This design comes from an exercise in tuning for small area and few clock cycles on the open sky130 flow, not from production work. In this exercise RTL edits were held to simulation tests only and were not proved equivalent to the original.

--- design/flow/config.mk ---
export PLATFORM = sky130hd
export DESIGN_NAME = ycbcrBlockTop
export DESIGN_NICKNAME = ycbcrBlockTop
export VERILOG_FILES = /design/flow/design.v
export SDC_FILE = /design/flow/constraint.sdc
export NUM_CORES = 4
export LEC_CHECK = 0
export CAP_MARGIN = 20
export CORE_MARGIN = 2
export CORE_UTILIZATION = 40
export CTS_BUF_LIST = sky130_fd_sc_hd__clkbuf_8
export CTS_CLUSTER_DIAMETER = 60
export CTS_CLUSTER_SIZE = 20
export SLEW_MARGIN = 20
export SYNTH_HIERARCHICAL = 1
export SYNTH_MINIMUM_KEEP_SIZE = 0
--- design/flow/constraint.sdc ---
create_clock -name core_clock -period 8.0 [get_ports {clk}]
set_input_delay 1.6000 -clock core_clock [delete_from_list [all_inputs] [get_ports {clk}]]
set_output_delay 1.6000 -clock core_clock [all_outputs]
set_load 0.01 [all_outputs]
--- design/flow/design.v ---
package ycbcr_pkg;
    typedef union packed {
        logic [(8 * 8)-1:0]                 raw;
        logic [0:8-1][8-1:0]  lanes;
    } pixelWord_u;
endpackage
module ycc_fa (input logic a, b, c, output logic s, co);
    assign s  = a ^ b ^ c;
    assign co = (a & b) | (a & c) | (b & c);
endmodule
module ycc_ha (input logic a, b, output logic s, co);
    assign s  = a ^ b;
    assign co = a & b;
endmodule
module ycc_stA (
    input  logic [7:0] r,
    input  logic [7:0] g,
    input  logic [7:0] nb,
    output logic [8:0] d,
    output logic [8:0] e
);
    wire a1;
    wire a2;
    wire i_g_0;
    assign i_g_0 = ~g[0];
    assign a1 = ~(r[0] ^ i_g_0);
    assign a2 = r[0] | i_g_0;
    wire a3;
    wire a4;
    wire i_g_1;
    assign i_g_1 = ~g[1];
    ycc_fa ua3 (.a(r[1]), .b(i_g_1), .c(a2), .s(a3), .co(a4));
    wire a5;
    wire a6;
    wire i_g_2;
    assign i_g_2 = ~g[2];
    ycc_fa ua5 (.a(r[2]), .b(i_g_2), .c(a4), .s(a5), .co(a6));
    wire a7;
    wire a8;
    wire i_g_3;
    assign i_g_3 = ~g[3];
    ycc_fa ua7 (.a(r[3]), .b(i_g_3), .c(a6), .s(a7), .co(a8));
    wire a9;
    wire a10;
    wire i_g_4;
    assign i_g_4 = ~g[4];
    ycc_fa ua9 (.a(r[4]), .b(i_g_4), .c(a8), .s(a9), .co(a10));
    wire a11;
    wire a12;
    wire i_g_5;
    assign i_g_5 = ~g[5];
    ycc_fa ua11 (.a(r[5]), .b(i_g_5), .c(a10), .s(a11), .co(a12));
    wire a13;
    wire a14;
    wire i_g_6;
    assign i_g_6 = ~g[6];
    ycc_fa ua13 (.a(r[6]), .b(i_g_6), .c(a12), .s(a13), .co(a14));
    wire a15;
    wire a16;
    wire i_g_7;
    assign i_g_7 = ~g[7];
    ycc_fa ua15 (.a(r[7]), .b(i_g_7), .c(a14), .s(a15), .co(a16));
    wire a17;
    wire a18;
    assign a17 = ~(g[0] ^ nb[0]);
    assign a18 = g[0] | nb[0];
    wire a19;
    wire a20;
    ycc_fa ua19 (.a(g[1]), .b(nb[1]), .c(a18), .s(a19), .co(a20));
    wire a21;
    wire a22;
    ycc_fa ua21 (.a(g[2]), .b(nb[2]), .c(a20), .s(a21), .co(a22));
    wire a23;
    wire a24;
    ycc_fa ua23 (.a(g[3]), .b(nb[3]), .c(a22), .s(a23), .co(a24));
    wire a25;
    wire a26;
    ycc_fa ua25 (.a(g[4]), .b(nb[4]), .c(a24), .s(a25), .co(a26));
    wire a27;
    wire a28;
    ycc_fa ua27 (.a(g[5]), .b(nb[5]), .c(a26), .s(a27), .co(a28));
    wire a29;
    wire a30;
    ycc_fa ua29 (.a(g[6]), .b(nb[6]), .c(a28), .s(a29), .co(a30));
    wire a31;
    wire a32;
    ycc_fa ua31 (.a(g[7]), .b(nb[7]), .c(a30), .s(a31), .co(a32));
    wire i_a16;
    assign i_a16 = ~a16;
    wire i_a32;
    assign i_a32 = ~a32;
    assign d[0] = a1;
    assign d[1] = a3;
    assign d[2] = a5;
    assign d[3] = a7;
    assign d[4] = a9;
    assign d[5] = a11;
    assign d[6] = a13;
    assign d[7] = a15;
    assign d[8] = i_a16;
    assign e[0] = a17;
    assign e[1] = a19;
    assign e[2] = a21;
    assign e[3] = a23;
    assign e[4] = a25;
    assign e[5] = a27;
    assign e[6] = a29;
    assign e[7] = a31;
    assign e[8] = i_a32;
endmodule
module ycc_stB (
    input  logic [8:0] d,
    input  logic [8:0] e,
    input  logic [7:0] g,
    output logic [7:0] y,
    output logic [8:0] cb,
    output logic [8:0] cr
);
    wire b1;
    wire b2;
    wire i_e_0;
    assign i_e_0 = ~e[0];
    assign b1 = ~(d[0] ^ i_e_0);
    assign b2 = d[0] | i_e_0;
    wire b3;
    wire b4;
    wire i_e_1;
    assign i_e_1 = ~e[1];
    ycc_fa ub3 (.a(d[1]), .b(i_e_1), .c(b2), .s(b3), .co(b4));
    wire b5;
    wire b6;
    wire i_d_0;
    assign i_d_0 = ~d[0];
    ycc_fa ub5 (.a(i_d_0), .b(d[2]), .c(e[0]), .s(b5), .co(b6));
    wire b7;
    wire b8;
    wire i_e_2;
    assign i_e_2 = ~e[2];
    ycc_fa ub7 (.a(i_e_2), .b(b5), .c(b4), .s(b7), .co(b8));
    wire b9;
    wire b10;
    ycc_fa ub9 (.a(d[3]), .b(e[1]), .c(b6), .s(b9), .co(b10));
    wire b11;
    wire b12;
    wire i_b9;
    assign i_b9 = ~b9;
    ycc_fa ub11 (.a(d[1]), .b(e[3]), .c(i_b9), .s(b11), .co(b12));
    wire b13;
    wire b14;
    ycc_fa ub13 (.a(d[0]), .b(d[4]), .c(e[2]), .s(b13), .co(b14));
    wire b15;
    wire b16;
    wire i_b13;
    assign i_b13 = ~b13;
    ycc_fa ub15 (.a(d[2]), .b(e[4]), .c(i_b13), .s(b15), .co(b16));
    wire b17;
    wire b18;
    wire i_b10;
    assign i_b10 = ~b10;
    ycc_fa ub17 (.a(i_b10), .b(b15), .c(b12), .s(b17), .co(b18));
    wire b19;
    wire b20;
    ycc_fa ub19 (.a(d[1]), .b(d[5]), .c(e[3]), .s(b19), .co(b20));
    wire b21;
    wire b22;
    ycc_fa ub21 (.a(d[3]), .b(e[0]), .c(e[5]), .s(b21), .co(b22));
    wire b23;
    wire b24;
    wire i_b21;
    assign i_b21 = ~b21;
    ycc_fa ub23 (.a(b14), .b(b19), .c(i_b21), .s(b23), .co(b24));
    wire b25;
    wire b26;
    wire i_b23;
    assign i_b23 = ~b23;
    ycc_fa ub25 (.a(b16), .b(i_b23), .c(b18), .s(b25), .co(b26));
    wire b27;
    wire b28;
    ycc_fa ub27 (.a(d[0]), .b(d[2]), .c(d[6]), .s(b27), .co(b28));
    wire b29;
    wire b30;
    ycc_fa ub29 (.a(d[4]), .b(e[1]), .c(e[6]), .s(b29), .co(b30));
    wire b31;
    wire b32;
    ycc_fa ub31 (.a(e[4]), .b(b20), .c(b27), .s(b31), .co(b32));
    wire b33;
    wire b34;
    wire i_b24;
    assign i_b24 = ~b24;
    ycc_fa ub33 (.a(b22), .b(b29), .c(i_b24), .s(b33), .co(b34));
    wire b35;
    wire b36;
    wire i_b31;
    assign i_b31 = ~b31;
    ycc_fa ub35 (.a(i_b31), .b(b33), .c(b26), .s(b35), .co(b36));
    wire b37;
    wire b38;
    ycc_fa ub37 (.a(d[1]), .b(d[3]), .c(d[7]), .s(b37), .co(b38));
    wire b39;
    wire b40;
    ycc_fa ub39 (.a(d[5]), .b(e[2]), .c(e[7]), .s(b39), .co(b40));
    wire b41;
    wire b42;
    ycc_fa ub41 (.a(e[5]), .b(b28), .c(b37), .s(b41), .co(b42));
    wire b43;
    wire b44;
    ycc_fa ub43 (.a(b30), .b(b39), .c(b34), .s(b43), .co(b44));
    wire b45;
    wire b46;
    wire i_b43;
    assign i_b43 = ~b43;
    ycc_fa ub45 (.a(b32), .b(b41), .c(i_b43), .s(b45), .co(b46));
    wire b47;
    wire b48;
    wire i_b36;
    assign i_b36 = ~b36;
    assign b47 = ~(b45 ^ i_b36);
    assign b48 = b45 | i_b36;
    wire b49;
    wire b50;
    ycc_fa ub49 (.a(g[0]), .b(d[2]), .c(d[4]), .s(b49), .co(b50));
    wire b51;
    wire b52;
    ycc_fa ub51 (.a(d[6]), .b(d[8]), .c(e[3]), .s(b51), .co(b52));
    wire b53;
    wire b54;
    ycc_fa ub53 (.a(e[6]), .b(e[8]), .c(b38), .s(b53), .co(b54));
    wire b55;
    wire b56;
    ycc_fa ub55 (.a(b49), .b(b42), .c(b53), .s(b55), .co(b56));
    wire b57;
    wire b58;
    ycc_fa ub57 (.a(b40), .b(b51), .c(b44), .s(b57), .co(b58));
    wire b59;
    wire b60;
    wire i_b57;
    assign i_b57 = ~b57;
    ycc_fa ub59 (.a(b55), .b(b46), .c(i_b57), .s(b59), .co(b60));
    wire b61;
    wire b62;
    ycc_fa ub61 (.a(g[1]), .b(d[3]), .c(d[5]), .s(b61), .co(b62));
    wire b63;
    wire b64;
    ycc_fa ub63 (.a(d[7]), .b(e[4]), .c(b52), .s(b63), .co(b64));
    wire b65;
    wire b66;
    ycc_fa ub65 (.a(e[7]), .b(b50), .c(b61), .s(b65), .co(b66));
    wire b67;
    wire b68;
    ycc_fa ub67 (.a(b54), .b(b65), .c(b56), .s(b67), .co(b68));
    wire b69;
    wire b70;
    wire i_b67;
    assign i_b67 = ~b67;
    ycc_fa ub69 (.a(b63), .b(i_b67), .c(b58), .s(b69), .co(b70));
    wire b71;
    wire b72;
    wire i_b69;
    assign i_b69 = ~b69;
    assign b71 = ~(b60 ^ i_b69);
    assign b72 = b60 | i_b69;
    wire b73;
    wire b74;
    ycc_fa ub73 (.a(g[2]), .b(d[4]), .c(d[6]), .s(b73), .co(b74));
    wire b75;
    wire b76;
    ycc_fa ub75 (.a(d[8]), .b(b62), .c(b73), .s(b75), .co(b76));
    wire b77;
    wire b78;
    ycc_fa ub77 (.a(e[5]), .b(e[8]), .c(b64), .s(b77), .co(b78));
    wire b79;
    wire b80;
    ycc_fa ub79 (.a(b66), .b(b75), .c(b68), .s(b79), .co(b80));
    wire b81;
    wire b82;
    wire i_b79;
    assign i_b79 = ~b79;
    ycc_fa ub81 (.a(b77), .b(i_b79), .c(b70), .s(b81), .co(b82));
    wire b83;
    wire b84;
    wire i_b81;
    assign i_b81 = ~b81;
    assign b83 = ~(b72 ^ i_b81);
    assign b84 = b72 | i_b81;
    wire b85;
    wire b86;
    ycc_fa ub85 (.a(g[3]), .b(d[5]), .c(d[7]), .s(b85), .co(b86));
    wire b87;
    wire b88;
    ycc_fa ub87 (.a(b74), .b(b85), .c(b76), .s(b87), .co(b88));
    wire b89;
    wire b90;
    wire i_b87;
    assign i_b87 = ~b87;
    ycc_fa ub89 (.a(e[6]), .b(b78), .c(i_b87), .s(b89), .co(b90));
    wire b91;
    wire b92;
    wire i_b80;
    assign i_b80 = ~b80;
    ycc_fa ub91 (.a(b89), .b(i_b80), .c(b82), .s(b91), .co(b92));
    wire b93;
    wire b94;
    ycc_fa ub93 (.a(g[4]), .b(d[6]), .c(b86), .s(b93), .co(b94));
    wire b95;
    wire b96;
    wire i_b93;
    assign i_b93 = ~b93;
    ycc_fa ub95 (.a(d[8]), .b(e[7]), .c(i_b93), .s(b95), .co(b96));
    wire b97;
    wire b98;
    wire i_b88;
    assign i_b88 = ~b88;
    ycc_fa ub97 (.a(i_b88), .b(b95), .c(b90), .s(b97), .co(b98));
    wire b99;
    wire b100;
    ycc_fa ub99 (.a(g[5]), .b(d[7]), .c(e[8]), .s(b99), .co(b100));
    wire b101;
    wire b102;
    wire i_b96;
    assign i_b96 = ~b96;
    ycc_fa ub101 (.a(b99), .b(b94), .c(i_b96), .s(b101), .co(b102));
    wire b103;
    wire b104;
    wire i_d_8;
    assign i_d_8 = ~d[8];
    ycc_fa ub103 (.a(g[6]), .b(i_d_8), .c(b100), .s(b103), .co(b104));
    wire b105;
    wire b106;
    assign b105 = ~(g[7] ^ b104);
    assign b106 = g[7] | b104;
    wire i_b97;
    assign i_b97 = ~b97;
    wire i_b35;
    assign i_b35 = ~b35;
    wire i_b25;
    assign i_b25 = ~b25;
    wire i_b17;
    assign i_b17 = ~b17;
    wire [15:0] b107 = {b105, b103, b101, i_b97, b84, b83, b71, b59, b47, i_b35, i_b25, i_b17, b8, b7, b3, b1};
    wire i_b98;
    assign i_b98 = ~b98;
    wire i_b92;
    assign i_b92 = ~b92;
    wire i_b91;
    assign i_b91 = ~b91;
    wire i_b11;
    assign i_b11 = ~b11;
    wire [15:0] b108 = {1'b0, b102, i_b98, i_b92, i_b91, 1'b0, 1'b0, b48, 1'b0, 1'b0, 1'b1, 1'b0, i_b11, 1'b1, 1'b0, 1'b0};
    wire [15:0] b109 = b107 + b108;
    wire b110;
    wire b111;
    assign b110 = d[2] ^ d[0];
    assign b111 = ~(d[2] | d[0]);
    wire b112;
    wire b113;
    ycc_fa ub112 (.a(d[0]), .b(d[2]), .c(d[3]), .s(b112), .co(b113));
    wire b114;
    wire b115;
    wire i_b111;
    assign i_b111 = ~b111;
    ycc_fa ub114 (.a(d[1]), .b(i_b111), .c(b112), .s(b114), .co(b115));
    wire b116;
    wire b117;
    ycc_fa ub116 (.a(d[1]), .b(d[3]), .c(d[4]), .s(b116), .co(b117));
    wire b118;
    wire b119;
    ycc_fa ub118 (.a(b113), .b(b116), .c(b115), .s(b118), .co(b119));
    wire b120;
    wire b121;
    assign b120 = b114 ^ b118;
    assign b121 = ~(b114 | b118);
    wire b122;
    wire b123;
    ycc_fa ub122 (.a(d[0]), .b(d[2]), .c(d[4]), .s(b122), .co(b123));
    wire b124;
    wire b125;
    ycc_fa ub124 (.a(d[5]), .b(b117), .c(b122), .s(b124), .co(b125));
    wire b126;
    wire b127;
    wire i_b121;
    assign i_b121 = ~b121;
    ycc_fa ub126 (.a(b124), .b(b119), .c(i_b121), .s(b126), .co(b127));
    wire b128;
    wire b129;
    ycc_fa ub128 (.a(d[1]), .b(d[3]), .c(d[5]), .s(b128), .co(b129));
    wire b130;
    wire b131;
    ycc_fa ub130 (.a(d[6]), .b(b123), .c(b128), .s(b130), .co(b131));
    wire b132;
    wire b133;
    ycc_fa ub132 (.a(b125), .b(b130), .c(b127), .s(b132), .co(b133));
    wire b134;
    wire b135;
    assign b134 = b126 ^ b132;
    assign b135 = ~(b126 | b132);
    wire b136;
    wire b137;
    ycc_fa ub136 (.a(d[2]), .b(d[4]), .c(d[6]), .s(b136), .co(b137));
    wire b138;
    wire b139;
    ycc_fa ub138 (.a(d[7]), .b(e[0]), .c(b129), .s(b138), .co(b139));
    wire b140;
    wire b141;
    ycc_fa ub140 (.a(b136), .b(b131), .c(b138), .s(b140), .co(b141));
    wire b142;
    wire b143;
    wire i_b135;
    assign i_b135 = ~b135;
    ycc_fa ub142 (.a(b140), .b(b133), .c(i_b135), .s(b142), .co(b143));
    wire b144;
    wire b145;
    ycc_fa ub144 (.a(d[3]), .b(d[5]), .c(d[7]), .s(b144), .co(b145));
    wire b146;
    wire b147;
    ycc_fa ub146 (.a(e[1]), .b(b137), .c(b144), .s(b146), .co(b147));
    wire b148;
    wire b149;
    ycc_fa ub148 (.a(b139), .b(b146), .c(b141), .s(b148), .co(b149));
    wire b150;
    wire b151;
    ycc_fa ub150 (.a(i_d_8), .b(b148), .c(b143), .s(b150), .co(b151));
    wire b152;
    wire b153;
    ycc_fa ub152 (.a(d[4]), .b(d[6]), .c(e[2]), .s(b152), .co(b153));
    wire b154;
    wire b155;
    ycc_fa ub154 (.a(b145), .b(b152), .c(b147), .s(b154), .co(b155));
    wire b156;
    wire b157;
    ycc_fa ub156 (.a(i_d_8), .b(b154), .c(b149), .s(b156), .co(b157));
    wire b158;
    wire b159;
    wire i_b156;
    assign i_b156 = ~b156;
    wire i_b151;
    assign i_b151 = ~b151;
    assign b158 = ~(i_b156 ^ i_b151);
    assign b159 = i_b156 | i_b151;
    wire b160;
    wire b161;
    ycc_fa ub160 (.a(d[5]), .b(d[7]), .c(e[3]), .s(b160), .co(b161));
    wire b162;
    wire b163;
    ycc_fa ub162 (.a(b153), .b(b160), .c(b155), .s(b162), .co(b163));
    wire b164;
    wire b165;
    wire i_b159;
    assign i_b159 = ~b159;
    ycc_fa ub164 (.a(b162), .b(b157), .c(i_b159), .s(b164), .co(b165));
    wire b166;
    wire b167;
    ycc_fa ub166 (.a(d[6]), .b(e[4]), .c(b161), .s(b166), .co(b167));
    wire b168;
    wire b169;
    ycc_fa ub168 (.a(i_d_8), .b(b166), .c(b163), .s(b168), .co(b169));
    wire b170;
    wire b171;
    ycc_fa ub170 (.a(b168), .b(b165), .c(b164), .s(b170), .co(b171));
    wire b172;
    wire b173;
    ycc_fa ub172 (.a(d[7]), .b(e[5]), .c(b167), .s(b172), .co(b173));
    wire b174;
    wire b175;
    ycc_fa ub174 (.a(b172), .b(b169), .c(b171), .s(b174), .co(b175));
    wire b176;
    wire b177;
    ycc_fa ub176 (.a(i_d_8), .b(e[6]), .c(b173), .s(b176), .co(b177));
    wire b178;
    wire b179;
    ycc_fa ub178 (.a(b176), .b(b175), .c(b174), .s(b178), .co(b179));
    wire b180;
    wire b181;
    ycc_fa ub180 (.a(e[7]), .b(b177), .c(b179), .s(b180), .co(b181));
    wire b182;
    wire b183;
    wire i_e_8;
    assign i_e_8 = ~e[8];
    ycc_fa ub182 (.a(i_e_8), .b(b181), .c(b180), .s(b182), .co(b183));
    wire b184;
    wire b185;
    wire i_b183;
    assign i_b183 = ~b183;
    wire i_b182;
    assign i_b182 = ~b182;
    assign b184 = ~(i_b183 ^ i_b182);
    assign b185 = i_b183 | i_b182;
    wire b186;
    wire b187;
    ycc_ha ub186 (.a(e[0]), .b(e[2]), .s(b186), .co(b187));
    wire b188;
    wire b189;
    ycc_fa ub188 (.a(e[1]), .b(e[3]), .c(b187), .s(b188), .co(b189));
    wire b190;
    wire b191;
    ycc_fa ub190 (.a(e[0]), .b(e[2]), .c(e[4]), .s(b190), .co(b191));
    wire b192;
    wire b193;
    ycc_ha ub192 (.a(b190), .b(b189), .s(b192), .co(b193));
    wire b194;
    wire b195;
    ycc_fa ub194 (.a(e[1]), .b(e[3]), .c(e[5]), .s(b194), .co(b195));
    wire b196;
    wire b197;
    ycc_fa ub196 (.a(b191), .b(b194), .c(b193), .s(b196), .co(b197));
    wire b198;
    wire b199;
    ycc_fa ub198 (.a(e[2]), .b(e[4]), .c(e[6]), .s(b198), .co(b199));
    wire b200;
    wire b201;
    ycc_fa ub200 (.a(b195), .b(b198), .c(b197), .s(b200), .co(b201));
    wire b202;
    wire b203;
    ycc_fa ub202 (.a(d[0]), .b(e[3]), .c(e[5]), .s(b202), .co(b203));
    wire b204;
    wire b205;
    ycc_fa ub204 (.a(e[7]), .b(b199), .c(b202), .s(b204), .co(b205));
    wire b206;
    wire b207;
    assign b206 = ~(b204 ^ b201);
    assign b207 = b204 | b201;
    wire b208;
    wire b209;
    ycc_fa ub208 (.a(d[1]), .b(e[4]), .c(e[6]), .s(b208), .co(b209));
    wire b210;
    wire b211;
    ycc_fa ub210 (.a(b203), .b(b208), .c(b205), .s(b210), .co(b211));
    wire b212;
    wire b213;
    ycc_fa ub212 (.a(i_e_8), .b(b210), .c(b207), .s(b212), .co(b213));
    wire b214;
    wire b215;
    ycc_fa ub214 (.a(d[2]), .b(e[5]), .c(e[7]), .s(b214), .co(b215));
    wire b216;
    wire b217;
    ycc_fa ub216 (.a(b209), .b(b214), .c(b211), .s(b216), .co(b217));
    wire b218;
    wire b219;
    ycc_fa ub218 (.a(b216), .b(b213), .c(b212), .s(b218), .co(b219));
    wire b220;
    wire b221;
    ycc_fa ub220 (.a(d[3]), .b(e[6]), .c(b215), .s(b220), .co(b221));
    wire b222;
    wire b223;
    ycc_fa ub222 (.a(i_e_8), .b(b220), .c(b217), .s(b222), .co(b223));
    wire b224;
    wire b225;
    ycc_fa ub224 (.a(b222), .b(b219), .c(b218), .s(b224), .co(b225));
    wire b226;
    wire b227;
    ycc_fa ub226 (.a(d[4]), .b(e[7]), .c(b221), .s(b226), .co(b227));
    wire b228;
    wire b229;
    ycc_fa ub228 (.a(b226), .b(b223), .c(b225), .s(b228), .co(b229));
    wire b230;
    wire b231;
    ycc_fa ub230 (.a(d[5]), .b(i_e_8), .c(b227), .s(b230), .co(b231));
    wire b232;
    wire b233;
    ycc_fa ub232 (.a(b230), .b(b229), .c(b228), .s(b232), .co(b233));
    wire b234;
    wire b235;
    ycc_fa ub234 (.a(d[6]), .b(b231), .c(b233), .s(b234), .co(b235));
    wire b236;
    wire b237;
    ycc_fa ub236 (.a(d[7]), .b(b235), .c(b234), .s(b236), .co(b237));
    wire b238;
    wire b239;
    ycc_fa ub238 (.a(i_d_8), .b(b237), .c(b236), .s(b238), .co(b239));
    wire b240;
    wire b241;
    assign b240 = ~(b239 ^ b238);
    assign b241 = b239 | b238;
    wire i_b150;
    assign i_b150 = ~b150;
    wire i_b170;
    assign i_b170 = ~b170;
    wire i_b178;
    assign i_b178 = ~b178;
    wire i_b212;
    assign i_b212 = ~b212;
    wire i_b218;
    assign i_b218 = ~b218;
    wire i_b228;
    assign i_b228 = ~b228;
    wire i_b234;
    assign i_b234 = ~b234;
    wire i_b236;
    assign i_b236 = ~b236;
    wire i_b238;
    assign i_b238 = ~b238;
    assign y[0] = b109[8];
    assign y[1] = b109[9];
    assign y[2] = b109[10];
    assign y[3] = b109[11];
    assign y[4] = b109[12];
    assign y[5] = b109[13];
    assign y[6] = b109[14];
    assign y[7] = b109[15];
    assign cb[0] = i_b150;
    assign cb[1] = b158;
    assign cb[2] = b164;
    assign cb[3] = i_b170;
    assign cb[4] = b174;
    assign cb[5] = i_b178;
    assign cb[6] = b180;
    assign cb[7] = b182;
    assign cb[8] = b184;
    assign cr[0] = i_b212;
    assign cr[1] = i_b218;
    assign cr[2] = b224;
    assign cr[3] = i_b228;
    assign cr[4] = b232;
    assign cr[5] = i_b234;
    assign cr[6] = i_b236;
    assign cr[7] = i_b238;
    assign cr[8] = b240;
endmodule
module ycbcrBlockTop (
    input  logic        clk,
    input  logic        rst_n,
    input  logic        enable,
    input  logic [63:0] rdData,
    output logic [10:0] rdAddr,
    output logic [10:0] wrAddr,
    output logic [63:0] wrData,
    output logic        wen,
    output logic        valid
);
    localparam logic [5:0] LastT = 6'd52;
    logic [5:0] t;
    logic [1:0] ph;      
    wire idle  = (t == 6'd0) | (t == LastT);
    wire start = enable & idle;
    always_ff @(posedge clk) begin
        if (!rst_n) begin
            t  <= 6'd0;
            ph <= 2'd0;
        end else if (start) begin
            t  <= 6'd1;
            ph <= 2'd1;
        end else if (idle) begin
            t  <= 6'd0;
            ph <= 2'd0;
        end else begin
            t  <= t + 6'd1;
            ph <= (ph == 2'd2) ? 2'd0 : ph + 2'd1;
        end
    end
    assign rdAddr = {5'd0, (t[5] & t[4]) ? 6'd0 : t};
    assign wrAddr = {5'd0, t - 6'd5};
    assign wen    = (t < 6'd5);
    assign valid  = (t == LastT);
    logic [63:0] s0, s1;
    logic [31:0] s2h;
    always_ff @(posedge clk) begin
        s0  <= rdData;
        s1  <= s0;
        s2h <= s1[31:0];
    end
    wire selLo = (ph == 2'd0);
    logic [31:0] yU, cbU, crU;
    for (genvar j = 0; j < 4; j++) begin : gU
        logic [7:0] r, g, nb;
        logic [8:0] d, e, dP, eP, cb9, cr9;
        logic [7:0] gB, y;
        assign r = selLo ? s1[63 - 8 * j -: 8]     : s2h[31 - 8 * j -: 8];
        assign g = selLo ? s0[63 - 8 * j -: 8]     : s1[31 - 8 * j -: 8];
        assign nb = ~(selLo ? rdData[63 - 8 * j -: 8] : s0[31 - 8 * j -: 8]);
        ycc_stA uA (.r(r), .g(g), .nb(nb), .d(d), .e(e));
        always_ff @(posedge clk) begin
            dP <= d;
            eP <= e;
        end
        assign gB = (ph == 2'd1) ? s1[63 - 8 * j -: 8] : s2h[31 - 8 * j -: 8];
        ycc_stB uB (.d(dP), .e(eP), .g(gB), .y(y), .cb(cb9), .cr(cr9));
        assign yU[31 - 8 * j -: 8]  = y;
        assign cbU[31 - 8 * j -: 8] = cb9[7:0] | {8{cb9[8]}};
        assign crU[31 - 8 * j -: 8] = cr9[7:0] | {8{cr9[8]}};
    end
    logic [31:0] l1, l2, c3, h1;
    always_ff @(posedge clk) begin
        if (ph == 2'd1) begin
            l1 <= yU;
            l2 <= cbU;
        end else begin
            l1 <= l2;
            l2 <= c3;
        end
        c3 <= crU;
        h1 <= (ph == 2'd2) ? cbU : c3;
    end
    assign wrData = {l1, (ph == 2'd2) ? yU : h1};
endmodule
--- design/flow/flow/run.sh ---
#!/bin/bash
# The standard layout (standard.sh: standard synthesis, floorplan, place, CTS, route),
# with one change: the buffers that buffer_ports puts on every input and output port are
# sky130_fd_sc_hd__buf_1 cells instead of the default sky130_fd_sc_hd__clkdlybuf4s50_1.
# The whole make output goes to standard_flow.log; ORFS keeps each step's log in orfs/logs.
set -euo pipefail
export BUFFER_PORTS_ARGS="-buffer_cell sky130_fd_sc_hd__buf_1"
bash standard.sh > standard_flow.log 2>&1
--- design/flow/standard.sh ---
#!/bin/bash
# synth_recipe.tcl (not shown) runs the flow's synth.tcl, then flattens the netlist and writes it again
# the make line also repeats each setting of config.mk as NAME=value (left out here)
make -C /OpenROAD-flow-scripts/flow DESIGN_CONFIG=/design/flow/config.mk WORK_HOME=/design/flow/orfs CLKGATE_MAP_FILE= SYNTH_SCRIPT=/design/flow/synth_recipe.tcl "${@:-finish}"
==> key figures, run 1 <==
Cells and area
  • Layout cell share with drive strength beyond 1: 19.84%
  • Layout Area Growth over Synthesis: 7.338%
  • Most frequent cells in the layout: fa_1 (462), dfxtp_1 (365), inv_1 (229)
  • Layout Cells excl Fill: 2789
  • Final core utilization: 43.46%
  • Commonest non-fill, non-tap cell in the layout: fa_1
  • Layout net count: 2589

Floorplan
  • Num ports: 155
  • Die ar.: 63210 um2
  • Core area: 60470 um2
  • Initial Util: 40.49%
  • Chip width: 251.4 um
  • Num rows: 90
  • Die H: 251.4 um

Logic synthesis
  • Synth Area in Adders: 42.04%
  • Mux share of post-synthesis cell area: 8.667%
  • Synth Area in Simple Gates: 4.517%
  • Synth Area in XOR/XNOR: 1.681%
  • Post-Syn Instances: 1932
  • Synth Register Bits: 368
  • Synth warn: 7
  • Post-synthesis compound-gate area fraction: 3.884%
  • Distinct cells, synth: 45
  • Synthesized area per cell: 12.67 um2
  • Post-synth EDFFs: 0
  • Fraction of registers with async set/reset: 0%
  • Main combinational cell family by area after synthesis: adder cells
  • Register area share after synthesis: 30.09%
  • Synth Cell Area: 24480 um2
  • Synth Flop Type: dfxtp_1

Placed design
  • Cell count after placement: 2718
  • Routability cong.: 0.8847
  • Port bufs: 144
  • Hpwl dp: 37.53 mm

CTS
  • TritonCTS clock tree: done
  • CTS Buf Count: 30
  • Clk latency of the worst-skew pair: 0.65 ns
  • Hold buffers post-CTS: 0
  • CTS H-tree depth: 1
  • Root buffer cell: clkbuf_8
  • Max Root-Sink Buffers: 3
  • Clock Pin Slew Worst Setup and Hold Paths: 0.11 ns
  • Sink Count: 368

Detailed routing
  • Via density: 4.616
  • Via count: 12870
  • Final wirelength: 46.42 mm
  • DRC viols: 0
  • First drt pass iteration count: 5
  • Drt first-iter violations: 553
  • Routed Antenna Nets: 0
  • Wire per inst: 16.64 um

STA
  • Fin crit share: 97.04%
  • Max-slew headroom: 39.44%
  • Fmax: 128.8 MHz
  • Slew @ Worst Pin: 0.9083 ns
  • Clock skew: 0.02404 ns
  • Pins Over Slew Limit: 0
  • Final min period: 7.763 ns
  • Setup violations, final: 0
  • Fin. Hold Viols: 0

Critical path
  • Crit. End Element: output port
  • Worst EP arrival: 6.16 ns
  • Crit-path slowest cell: fa_2
  • Max incr delay on CP: 0.56 ns
  • Worst path cell trace: inv_2 > ha_4 > buf_12 > mux2_4 > fa_1 > fa_1 > fa_2 > inv_1 > fa_1 > fa_2 > fa_2 > inv_2 > ha_4 > and4b_4 > a221oi_4 > a21o_1 > o311ai_4 > mux2_4 > buf_2
  • Reg-to-reg slack, setup: 0.34 ns
  • Crit Path Class: reg2out
  • Worst Setup Start Kind: flip-flop
  • Maximum fanout along the worst path: 6
  • Req. time, crit path: 6.40 ns

GRT
  • Vias in the first global route: 14610
  • Aggregate global routing overflow: 0
  • Overall Global Routing Usage: 15.23%
  • Initial antenna violation count: 1
  • First-pass GRT wire length: 76.03 mm
  • Largest net degree at the start of global routing: 67

Status
  • Status: finished clean

Worst hold path
  • Min-delay worst type: reg2reg

Run
  • Max-cap violations: 0
==> per-module statistics from Yosys (local to each module, per instance) <==
module | flops+latches | times used | cells inside
ycc_ha | 0 | 8 | 1
ycc_fa | 0 | 476 | 1
ycbcrBlockTop | 368 | 1 | 860
ycc_stB | 0 | 4 | 111
ycc_stA | 0 | 4 | 36
==> layer usage <==
layer | vias up | part of all wire (%) | global-route usage [%]
met2 | 221 | 50 | 26.76
li1 | 5950 | - | -
met1 | 6630 | 43 | 19.48
met3 | 72 | 4.8 | 2.744
met5 | - | 0 | 0
met4 | 0 | 2.2 | 3.759
==> layout make-up <==
type | count | area, um2
inverter | 231 | 867.1
fill | 5544 | 34190
clock inverter | 21 | 296.5
tap | 782 | 978.4
clock buffer | 32 | 440.4
antenna | 1 | 2.502
sequential | 368 | 7371
timing repair buffer | 210 | 1094
multi-input combinational | 1144 | 15230
==> worst paths after layout <==
path                                   from    endpoint  cells after the start
worst min register to register       s0[20]      s1[20]                      0
worst max register to register  gU[1].dP[2]      l2[19]                     19
worst max-delay path                  ph[1]  wrData[23]                     19
worst min-delay path                 s0[20]      s1[20]                      0
==> cell usage after synthesis, types with 5 or more instances <==
| cell type | instances | area (um2) |
|---|---|---|
| buf_4 | 154 | 1156 |
| a21oi_1 | 79 | 395.4 |
| nand3_1 | 7 | 35.03 |
| mux2_2 | 160 | 1802 |
| nand2b_1 | 5 | 31.28 |
| mux2i_1 | 32 | 320.3 |
| a21o_1 | 8 | 60.06 |
| inv_1 | 231 | 867.1 |
| ha_1 | 61 | 763.2 |
| nor2_1 | 102 | 382.9 |
| nor3_1 | 9 | 45.04 |
| or2_2 | 48 | 300.3 |
| xor2_1 | 28 | 245.2 |
| nand2_1 | 17 | 63.81 |
| fa_1 | 476 | 9529 |
| nor2b_1 | 11 | 68.82 |
| xnor2_1 | 19 | 166.4 |
| buf_2 | 28 | 140.1 |
| dfxtp_1 | 368 | 7367 |
| clkbuf_1 | 11 | 41.29 |
| and2_1 | 5 | 31.28 |
| o21ai_1 | 13 | 65.06 |
==> cell families after synthesis <==
logic type | Yosys count
buf+inv | 429
fa+ha+maj | 537
flops | 368
mux | 192
other cells | 1
compound gates | 138
xor+xnor | 47
simple gates | 220
==> critical path, delay by kind of cell, from the launching register on <==
family,cells,cell delay (ns)
DFF,1,0.34
adders and majority gates,8,3.30
buffers and inverters,5,0.47
and+or+nand+nor,1,0.20
AOI/OAI and AO/OA,3,0.57
muxes,2,0.60
==> sequential cells by signal, summed over array words and instances, names as in the netlist <==
signal and cells:
s1 64, s0 64, s2h 32, gU.eP 36
c3 32, l2 32, ph 2, t 6
h1 32, gU.dP 36, l1 32
==> metrics by stage <==
step | TNS [ns] | hold WS, ns | instance area (um2) | worst slack (ns)
after floorplan | 0 | 0.3257 | 24520 | 0.2781
after global placement | 0 | 0.3302 | 25100 | 0.1913
after detailed placement | 0 | 0.3326 | 25100 | 0.04949
after CTS | -0.01679 | 0.3480 | 26000 | -0.01679
after global routing | -0.01919 | 0.3467 | 26280 | -0.01453
final | 0 | 0.3447 | 26280 | 0.2371
==> repair_timing <==
item / CTS / global route
pin swaps: 5 / 20
setup endpoints to repair: 17 / 75
setup buffers: 5 / 11
cloned: 0 / 1
resized for setup: 23 / 35
Testbench counts, summed over its fixed seeds: cycles 3,336.
==> run 2: changes to the inputs <==
==> design/flow/flow/run.sh (replaced) <==
#!/bin/bash
# The standard layout (standard.sh: standard synthesis, floorplan, place, CTS, route),
# with two changes: the buffers that buffer_ports puts on every input and output port are
# sky130_fd_sc_hd__buf_1 cells instead of the default sky130_fd_sc_hd__clkdlybuf4s50_1, and
# CTS (same buffer list and clustering as config.mk) inserts no dummy loads.
# The whole make output goes to standard_flow.log; ORFS keeps each step's log in orfs/logs.
set -euo pipefail
export BUFFER_PORTS_ARGS="-buffer_cell sky130_fd_sc_hd__buf_1"
export CTS_ARGS="-sink_clustering_enable -repair_clock_nets -sink_clustering_size 20 -sink_clustering_max_diameter 60 -buf_list sky130_fd_sc_hd__clkbuf_8 -dont_use_dummy_load"
bash standard.sh > standard_flow.log 2>&1
--- a/design/flow/config.mk
+++ b/design/flow/config.mk
@@ -13,2 +13,3 @@
 export CTS_CLUSTER_SIZE = 20
+export GPL_TIMING_DRIVEN = 0
 export SLEW_MARGIN = 20
==> key figures, run 2 <==
Detailed routing
  • First drt pass iteration count: 5
  • Via count: 13570
  • Final wirelength: 50.26 mm
  • Wire per inst: 17.09 um
  • Routed Antenna Nets: 0
  • DRC viols: 0
  • Drt first-iter violations: 537
  • Via density: 4.614

Cells and area
  • Largest regs: s0: 64 flops, s1: 64 flops
  • Most frequent cells in the layout: fa_1 (462), dfxtp_1 (338), inv_1 (227)
  • Fill cell count: 5505
  • Commonest non-fill, non-tap cell in the layout: fa_1
  • Final core utilization: 44.97%
  • Sequential Area: 7432 um2
  • Area occupied by multi-input gates: 15150 um2
  • Layout cell share with drive strength beyond 1: 26.04%
  • Layout net count: 2764
  • Layout Area Growth over Synthesis: 11.06%

Logic synthesis
  • Synth Register Bits: 368
  • Distinct cells, synth: 45
  • Register area share after synthesis: 30.09%
  • Share of the synthesized area in the top cell type: 38.92%
  • Synthesized area per cell: 12.67 um2
  • Most area-consuming cells after synthesis: fa_1 (39%), dfxtp_1 (30%), mux2_2 (7.4%)
  • Synth cell count leaders: fa_1 (476), dfxtp_1 (368), inv_1 (231)
  • Top-count cell post-synth: fa_1
  • Synth area leader: fa_1
  • Synth Flop Type: dfxtp_1
  • Post-synth EDFFs: 0
  • Fraction of registers with async set/reset: 0%
  • Synth warn: 7
  • Synth Cell Area: 24480 um2
  • Post-Syn Instances: 1932

GRT
  • M1 GR Usage: 22.37%
  • Aggregate global routing overflow: 0
  • Initial antenna violation count: 1
  • Vias in the first global route: 15490
  • Overall Global Routing Usage: 16.58%
  • Met3 global-route usage: 2.528%
  • Largest net degree at the start of global routing: 21
  • Most used routing layer: met2
  • First-pass GRT wire length: 81.74 mm
  • Met2 capacity usage during global routing: 28.49%

Critical path
  • Crit. End Element: output port
  • Worst EP arrival: 6.33 ns
  • Worst Setup Start Kind: flip-flop
  • Crit Path Class: reg2out
  • Maximum fanout along the worst path: 5
  • Req. time, crit path: 6.40 ns

Worst hold path
  • Min-delay worst type: reg2reg

STA
  • RSZ-0062 raised after global routing: yes
  • Fin. Hold Viols: 0
  • Max-slew headroom: 50.81%
  • Slew @ Worst Pin: 0.7369 ns
  • Setup violations, final: 0
  • Pins Over Slew Limit: 0
  • Clock skew: 0.07633 ns
  • Final min period: 7.925 ns
  • Fmax: 126.2 MHz
  • Fin crit share: 99.07%

CTS
  • Clk latency of the worst-skew pair: 0.68 ns
  • TritonCTS clock tree: done
  • CTS Buf Count: 30
  • Root buffer cell: clkbuf_8
  • Clock Pin Slew Worst Setup and Hold Paths: 0.12 ns
  • CTS H-tree depth: 1
  • Max Root-Sink Buffers: 3
  • Hold buffers post-CTS: 0
  • Sink Count: 368

Floorplan
  • Num ports: 155
  • Die ar.: 63210 um2
  • Num rows: 90
  • Core area: 60470 um2
  • Chip width: 251.4 um
  • Initial Util: 40.49%
  • Die H: 251.4 um

Run
  • Max-cap violations: 0

Status
  • Status: finished clean

Placed design
  • Hpwl dp: 40.19 mm
  • Port bufs: 144
  • Routability cong.: 0.8579
==> run 2: per-stage QoR <==
stage / instance area [um2] / TNS (ns) / std cells / hold slack [ns] / worst slack, ns
global placement: 26040 / -16.54 / 2867 / 0.3307 / -0.3321
global route: 27190 / -0.1592 / 2941 / 0.2735 / -0.1122
CTS: 26710 / 0 / 2896 / 0.2775 / 0.004516
detailed placement: 26040 / -23.97 / 2867 / 0.3320 / -0.4687
floorplan: 24520 / 0 / 1941 / 0.3257 / 0.2781
finish: 27190 / 0 / 2941 / 0.2800 / 0.07459
==> run 2: path summary, 6_finish.rpt <==
path                     from         end  slack, ns  depth (start not counted)
setup / recovery        ph[1]  wrData[23]       0.07                         20
hold / removal         s0[60]      s1[60]       0.28                          0
setup reg to reg  gU[0].dP[2]      h1[31]       0.28                         20
hold reg to reg        s0[60]      s1[60]       0.28                          0
==> run 2: per-module statistics from Yosys, one instance, submodules excluded <==
module	flops+latches	cell area (um2)	cells	times used
ycc_fa	0	20.02	1	476
ycbcrBlockTop	368	11010	860	1
ycc_stA	0	220.2	36	4
ycc_stB	0	742.0	111	4
ycc_ha	0	12.51	1	8
==> run 2: critical path: stages, from the launching register on <==
cell,delay (ns)
dfxtp_2,0.35
inv_2,0.05
ha_4,0.16
clkbuf_16,0.16
buf_16,0.16
mux2_4,0.32
fa_1,0.54
fa_1,0.45
fa_2,0.55
inv_2,0.04
fa_2,0.34
fa_2,0.37
fa_1,0.54
inv_2,0.05
ha_4,0.21
and4b_4,0.19
a221oi_4,0.35
nand2_2,0.15
o311ai_4,0.33
mux2_4,0.24
buf_6,0.11
==> run 2: what timing repair did <==
item,CTS,global route
gates resized for setup,71,46
pin swaps,2,29
buffers inserted,3,44
setup endpoints to repair,84,30
==> run 2: per-layer routing <==
layer	part of all wire, %	vias to the layer above
met5	0	-
met1	45	7024
li1	-	6268
met3	4.2	57
met2	49	220
met4	1.6	0
==> run 2: logic make-up (layout without fill, tap and decap cells) <==
logic type,count (synthesis),after routing,synth area share (%)
and+or+nand+nor,220,220,4.517
adders and majority gates,537,537,42.04
muxes,192,192,8.667
AOI/OAI and AO/OA,138,138,3.884
DFF,368,368,30.09
xor gates and xnor gates,47,47,1.681
other,1,11,0.01532
buffers and inverters,429,646,9.111
==> run 2: final cells by class <==
| type | instances | area share (%) |
|---|---|---|
| diodes | 1 | 0.009203 |
| plain buffers | 194 | 5.232 |
| clock buffers | 30 | 1.518 |
| inverters | 231 | 3.189 |
| multi-input cells | 1144 | 55.73 |
| flip-flops and latches | 368 | 27.33 |
| well taps | 782 | 3.598 |
| repair buffers | 191 | 3.396 |
==> run 3: changes to the inputs <==
--- a/design/flow/config.mk
+++ b/design/flow/config.mk
@@ -13,3 +13,2 @@
 export CTS_CLUSTER_SIZE = 20
-export GPL_TIMING_DRIVEN = 0
 export SLEW_MARGIN = 20
==> key figures, run 3 <==
Status
  • Status: finished clean

STA
  • Clock skew: 0.06053 ns
  • Fin. Hold Viols: 0
  • Pins Over Slew Limit: 0
  • Fin crit share: 97.02%
  • Slew @ Worst Pin: 0.8856 ns
  • Max-slew headroom: 40.96%
  • Setup violations, final: 0
  • Fin worst setup slack: 0.2386 ns
  • Final min period: 7.761 ns
  • Fmax: 128.8 MHz

Logic synthesis
  • Fraction of registers with async set/reset: 0%
  • Top-count cell post-synth: fa_1
  • Synth Cell Area: 24480 um2
  • Distinct cells, synth: 45
  • Synth area leader: fa_1
  • Synth warn: 7
  • Synth Register Bits: 368
  • Register area share after synthesis: 30.09%
  • Synthesized area per cell: 12.67 um2
  • Post-synth EDFFs: 0
  • Synth Flop Type: dfxtp_1
  • Synth cell count leaders: fa_1 (476), dfxtp_1 (368), inv_1 (231)
  • Post-Syn Instances: 1932
  • Share of the synthesized area in the top cell type: 38.92%
  • Most area-consuming cells after synthesis: fa_1 (39%), dfxtp_1 (30%), mux2_2 (7.4%)

Detailed routing
  • Via count: 12800
  • Via density: 4.640
  • Routed Antenna Nets: 0
  • Drt first-iter violations: 478
  • Wire per inst: 16.72 um
  • DRC viols: 0
  • First drt pass iteration count: 5
  • Final wirelength: 46.12 mm

Floorplan
  • Die H: 251.4 um
  • Chip width: 251.4 um
  • Num ports: 155
  • Initial Util: 40.49%
  • Die ar.: 63210 um2
  • Num rows: 90
  • Core area: 60470 um2

Placed design
  • Cell count after placement: 2718
  • Port bufs: 144
  • Hpwl dp: 37.53 mm
  • Placement Setup Slack: 0.04949 ns
  • Routability cong.: 0.8847

Critical path
  • Max incr delay on CP: 0.57 ns
  • Worst EP arrival: 6.16 ns
  • Worst Setup Start Kind: flip-flop
  • Maximum fanout along the worst path: 4
  • Crit. End Element: output port
  • Req. time, crit path: 6.40 ns
  • Crit Path Class: reg2out
  • Worst path cell trace: inv_2 > ha_4 > buf_6 > mux2_4 > fa_1 > fa_1 > fa_2 > inv_1 > fa_2 > fa_2 > fa_1 > inv_2 > ha_4 > and4b_4 > a221oi_4 > nand2_2 > o311ai_4 > mux2_4 > buf_2
  • Crit-path slowest cell: fa_1

GRT
  • Aggregate global routing overflow: 0
  • Initial antenna violation count: 1
  • Overall Global Routing Usage: 15.14%
  • Largest net degree at the start of global routing: 67
  • Vias in the first global route: 14500
  • First-pass GRT wire length: 75.58 mm

CTS
  • Sink Count: 368
  • Max Root-Sink Buffers: 3
  • TritonCTS clock tree: done
  • CTS Buf Count: 30
  • CTS H-tree depth: 1
  • Clock Pin Slew Worst Setup and Hold Paths: 0.11 ns
  • Root buffer cell: clkbuf_8
  • Clk latency of the worst-skew pair: 0.64 ns

Cells and area
  • Layout Area Growth over Synthesis: 5.596%
  • Commonest non-fill, non-tap cell in the layout: fa_1
  • Layout cell share with drive strength beyond 1: 18.33%
  • Layout Cells excl Fill: 2758
  • Layout net count: 2581
  • Most frequent cells in the layout: fa_1 (466), dfxtp_1 (364), inv_1 (228)
  • Largest regs: s0: 64 flops, s1: 64 flops

Run
  • Max-cap violations: 0

Worst hold path
  • Min-delay worst type: reg2reg
[run 3: cell counts after synthesis]
Identical to the previous run, type by type.
[run 3: cell type report]
cell class | count | area (um2)
fillers | 5577 | 34620
multi-input cells | 1144 | 15210
flip-flops and latches | 368 | 7372
repair buffers | 202 | 1016
well taps | 782 | 978.4
inverters | 231 | 867.1
clock buffers | 30 | 412.9
diodes | 1 | 2.502
[run 3: worst paths after layout]
path | startpoint | to | slack [ns] | cells past startpoint
worst min register to register | s0[20] | s1[20] | 0.31 | 0
worst max register to register | gU[1].dP[2] | l2[18] | 0.32 | 19
worst min-delay path | s0[20] | s1[20] | 0.31 | 0
worst max-delay path | ph[1] | wrData[15] | 0.24 | 19
[run 3: stage by stage]
stage	instance area, um2	hold WS (ns)	util, %	TNS [ns]
5_1_grt	25850	0.3121	42.76	-0.02652
2_1_floorplan	24520	0.3257	-	0
4_1_cts	25660	0.3160	42.43	0
3_5_place_dp	25100	0.3326	41.51	0
6_report	25850	0.3115	42.76	0
3_3_place_gp	25100	0.3302	41.51	0
[run 3: critical path, delay by kind of cell, from the launching register on]
family	cells	cell delay, ns
adder cells (fa/ha/maj)	8	3.30
AO/OA/AOI/OAI	2	0.57
multiplexers	2	0.53
buffers and inverters	5	0.47
flip-flops	1	0.34
AND/OR/NAND/NOR	2	0.32
[run 3: logic make-up (layout without fill, tap and decap cells)]
family	Yosys count	after routing	synth area share, %
other	1	11	0.01532
AND/OR/NAND/NOR	220	220	4.517
AO/OA/AOI/OAI	138	138	3.884
adder cells (fa/ha/maj)	537	537	42.04
multiplexers	192	192	8.667
buffers and inverters	429	463	9.111
flip-flops	368	368	30.09
XOR/XNOR	47	47	1.681
[run 3: timing repair]
item | CTS | global route
pin swaps | 5 | 20
hold buffers | 0 | 0
buffers inserted | 6 | 3
resized for setup | 18 | 33
endpoints found under the setup margin | 14 | 72
hold endpoints to repair | 0 | 0
[run 3: per-module statistics from Yosys, one instance, submodules excluded]
| module | flops+latches | area (um2) | times used |
|---|---|---|---|
| ycbcrBlockTop | 368 | 11010 | 1 |
| ycc_fa | 0 | 20.02 | 476 |
| ycc_ha | 0 | 12.51 | 8 |
| ycc_stA | 0 | 220.2 | 4 |
| ycc_stB | 0 | 742.0 | 4 |
[run 3: routing by layer]
metal	vias to the layer above	GRT usage, %	share of wire, %
li1	5906	-	-
met1	6630	19.38	43
met2	205	26.64	50
met4	0	3.452	1.9
met3	57	2.806	4.9
met5	-	0	0
==> run 4: changes to the inputs <==
==> design/flow/flow/run.sh (replaced) <==
#!/bin/bash
# The standard layout (standard.sh: standard synthesis, floorplan, place, CTS, route),
# with two changes: the buffers that buffer_ports puts on every input and output port are
# sky130_fd_sc_hd__buf_1 cells instead of the default sky130_fd_sc_hd__clkdlybuf4s50_1, and
# CTS (clkbuf_16 buffers, clusters of up to 30 sinks within 60 um) inserts no dummy loads.
# The whole make output goes to standard_flow.log; ORFS keeps each step's log in orfs/logs.
set -euo pipefail
export BUFFER_PORTS_ARGS="-buffer_cell sky130_fd_sc_hd__buf_1"
export CTS_ARGS="-sink_clustering_enable -repair_clock_nets -sink_clustering_size 30 -sink_clustering_max_diameter 60 -buf_list sky130_fd_sc_hd__clkbuf_16 -dont_use_dummy_load"
bash standard.sh > standard_flow.log 2>&1
==> key figures, run 4 <==
STA
  • Fin Setup TNS: 0 ns
  • Fmax: 128.7 MHz
  • Setup violations, final: 0
  • Max-slew headroom: 40.24%
  • Fin crit share: 97.10%
  • Fin. Hold Viols: 0
  • Clock skew: 0.09409 ns
  • Final min period: 7.768 ns
  • Pins Over Slew Limit: 0
  • Slew @ Worst Pin: 0.8963 ns

Status
  • Status: finished clean

Detailed routing
  • Wire per inst: 16.75 um
  • First drt pass iteration count: 4
  • Via density: 4.639
  • DRC viols: 0
  • Final wirelength: 46.16 mm
  • Via count: 12780
  • Drt first-iter violations: 560
  • Routed Antenna Nets: 0

CTS
  • Sink Count: 368
  • Max Root-Sink Buffers: 3
  • Hold buffers post-CTS: 0
  • CTS H-tree depth: 1
  • TritonCTS clock tree: done
  • Clock Pin Slew Worst Setup and Hold Paths: 0.09 ns
  • Root buffer cell: clkbuf_16
  • CTS Buf Count: 29
  • Clk latency of the worst-skew pair: 0.60 ns

Worst hold path
  • Min-delay worst type: reg2reg

GRT
  • Initial antenna violation count: 0
  • Largest net degree at the start of global routing: 67
  • Aggregate global routing overflow: 0
  • Overall Global Routing Usage: 15.10%
  • First-pass GRT wire length: 75.34 mm
  • Vias in the first global route: 14500

Critical path
  • Crit. End Element: output port
  • WP buf/inv: 5
  • Req. time, crit path: 6.40 ns
  • CP top delay family: adder cells
  • Maximum fanout along the worst path: 5
  • Worst Setup Start Kind: flip-flop
  • Max incr delay on CP: 0.56 ns
  • Worst path cell trace: inv_2 > ha_4 > buf_6 > mux2_4 > fa_1 > fa_1 > fa_2 > inv_1 > fa_2 > fa_2 > fa_1 > inv_2 > ha_4 > and4b_4 > a221oi_4 > nand2_2 > o311ai_4 > mux2_4 > buf_2
  • Reg-to-reg slack, setup: 0.35 ns
  • Crit Path Class: reg2out
  • Worst EP arrival: 6.17 ns
  • Crit-path slowest cell: fa_1

Placed design
  • Routability cong.: 0.8847
  • Area after DPL: 25100 um2
  • Port bufs: 144
  • Cell count after placement: 2718
  • Hpwl dp: 37.53 mm

Logic synthesis
  • Synth warn: 7
  • Synth Register Bits: 368
  • Top-count cell post-synth: fa_1
  • Fraction of registers with async set/reset: 0%
  • Synth Cell Area: 24480 um2
  • Post-synth EDFFs: 0
  • Most area-consuming cells after synthesis: fa_1 (39%), dfxtp_1 (30%), mux2_2 (7.4%)
  • Distinct cells, synth: 45
  • Synth Flop Type: dfxtp_1
  • Register area share after synthesis: 30.09%
  • Synth cell count leaders: fa_1 (476), dfxtp_1 (368), inv_1 (231)
  • Post-Syn Instances: 1932
  • Share of the synthesized area in the top cell type: 38.92%
  • Synth area leader: fa_1
  • Synthesized area per cell: 12.67 um2

Cells and area
  • Layout net count: 2579
  • Largest regs: s0: 64 flops, s1: 64 flops
  • Area occupied by multi-input gates: 15180 um2
  • Commonest non-fill, non-tap cell in the layout: fa_1
  • N_diodes: 0
  • Final instance area: 26150 um2
  • Sequential Area: 7371 um2
  • Layout Area Growth over Synthesis: 6.802%
  • Layout cell share with drive strength beyond 1: 17.84%
  • Most frequent cells in the layout: fa_1 (471), dfxtp_1 (365), inv_1 (228)
  • Layout Cells excl Fill: 2755
  • Fill cell count: 5542

Floorplan
  • Num rows: 90
  • Initial Util: 40.49%
  • Chip width: 251.4 um
  • Num ports: 155
  • Core area: 60470 um2
  • Die ar.: 63210 um2
  • Die H: 251.4 um

Run
  • Max-cap violations: 0
run 4: cells by family after synthesis:
logic type / after synthesis / synth area share (%)
buffers and inverters: 429 / 9.111
other: 1 / 0.01532
AO/OA/AOI/OAI: 138 / 3.884
XOR/XNOR: 47 / 1.681
multiplexers: 192 / 8.667
adder cells (fa/ha/maj): 537 / 42.04
flip-flops: 368 / 30.09
AND/OR/NAND/NOR: 220 / 4.517
run 4: modules after synthesis (local to each module, per instance):
module,times used,cells inside
ycc_ha,8,1
ycc_stB,4,111
ycbcrBlockTop,1,860
ycc_stA,4,36
ycc_fa,476,1
run 4: metal layers:
layer	vias up	track usage (%)	routed length, um
li1	5914	-	-
met5	-	0	0
met3	58	2.868	2012
met1	6598	19.29	19770
met4	0	3.265	1019
met2	211	26.66	23360
run 4: metrics by stage:
stage | util [%] | hold slack (ns) | setup WS (ns)
3_5_place_dp | 41.51 | 0.3326 | 0.04949
3_3_place_gp | 41.51 | 0.3302 | 0.1913
4_1_cts | 42.81 | 0.3249 | -0.01746
6_report | 43.24 | 0.3290 | 0.2316
2_1_floorplan | - | 0.3257 | 0.2781
5_1_grt | 43.24 | 0.3367 | -0.009584
run 4: worst paths after layout:
| check | startpoint | to | cells past startpoint |
|---|---|---|---|
| max | ph[1] | wrData[15] | 19 |
| min | s1[17] | s2h[17] | 0 |
| max reg2reg | gU[1].dP[2] | l2[18] | 19 |
| min reg2reg | s1[17] | s2h[17] | 0 |
run 4: cell type report:
| class | count | share of cell area, % |
|---|---|---|
| Sequential cell | 368 | 28.19 |
| Tap cell | 782 | 3.742 |
| Clock buffer | 29 | 2.775 |
| Timing Repair Buffer | 201 | 3.914 |
| Multi-Input combinational cell | 1144 | 58.07 |
| Inverter | 231 | 3.316 |
run 4: repair_timing:
item | CTS | global route
buffers inserted | 3 | 4
pin swaps | 0 | 17
cloned | 0 | 1
setup endpoints to repair | 13 | 75
gates resized for setup | 7 | 37

==> port drivers added, routing unchanged <==
In the flow no input, the clock included, has a driving cell. The finished layouts below were timed again as built, in two steps. Step 1 assumes that a clkbuf_16 drives the clock port and a buf_2 every other input. Step 2 adds t to the input delays and takes it off the output delays; t is the mean of the earliest and latest rising clock arrival at the registers after step 1. Input paths then give back, and output paths get back, about the clock's delay inside the block. Three values: no drivers, after step 1, after step 2; two values: the first two.
run | t, ns | slack for setup (ns) | slew at the worst register clock pin (ns)
run 1 | 0.691 | 0.237 / 0.188 / 0.341 | 0.11 / 0.11
run 2 | 0.681 | 0.075 / 0.020 / 0.284 | 0.12 / 0.12
run 3 | 0.659 | 0.239 / 0.189 / 0.324 | 0.12 / 0.12
run 4 | 0.611 | 0.232 / 0.179 / 0.348 | 0.09 / 0.09
After both steps every run listed still meets setup and hold.
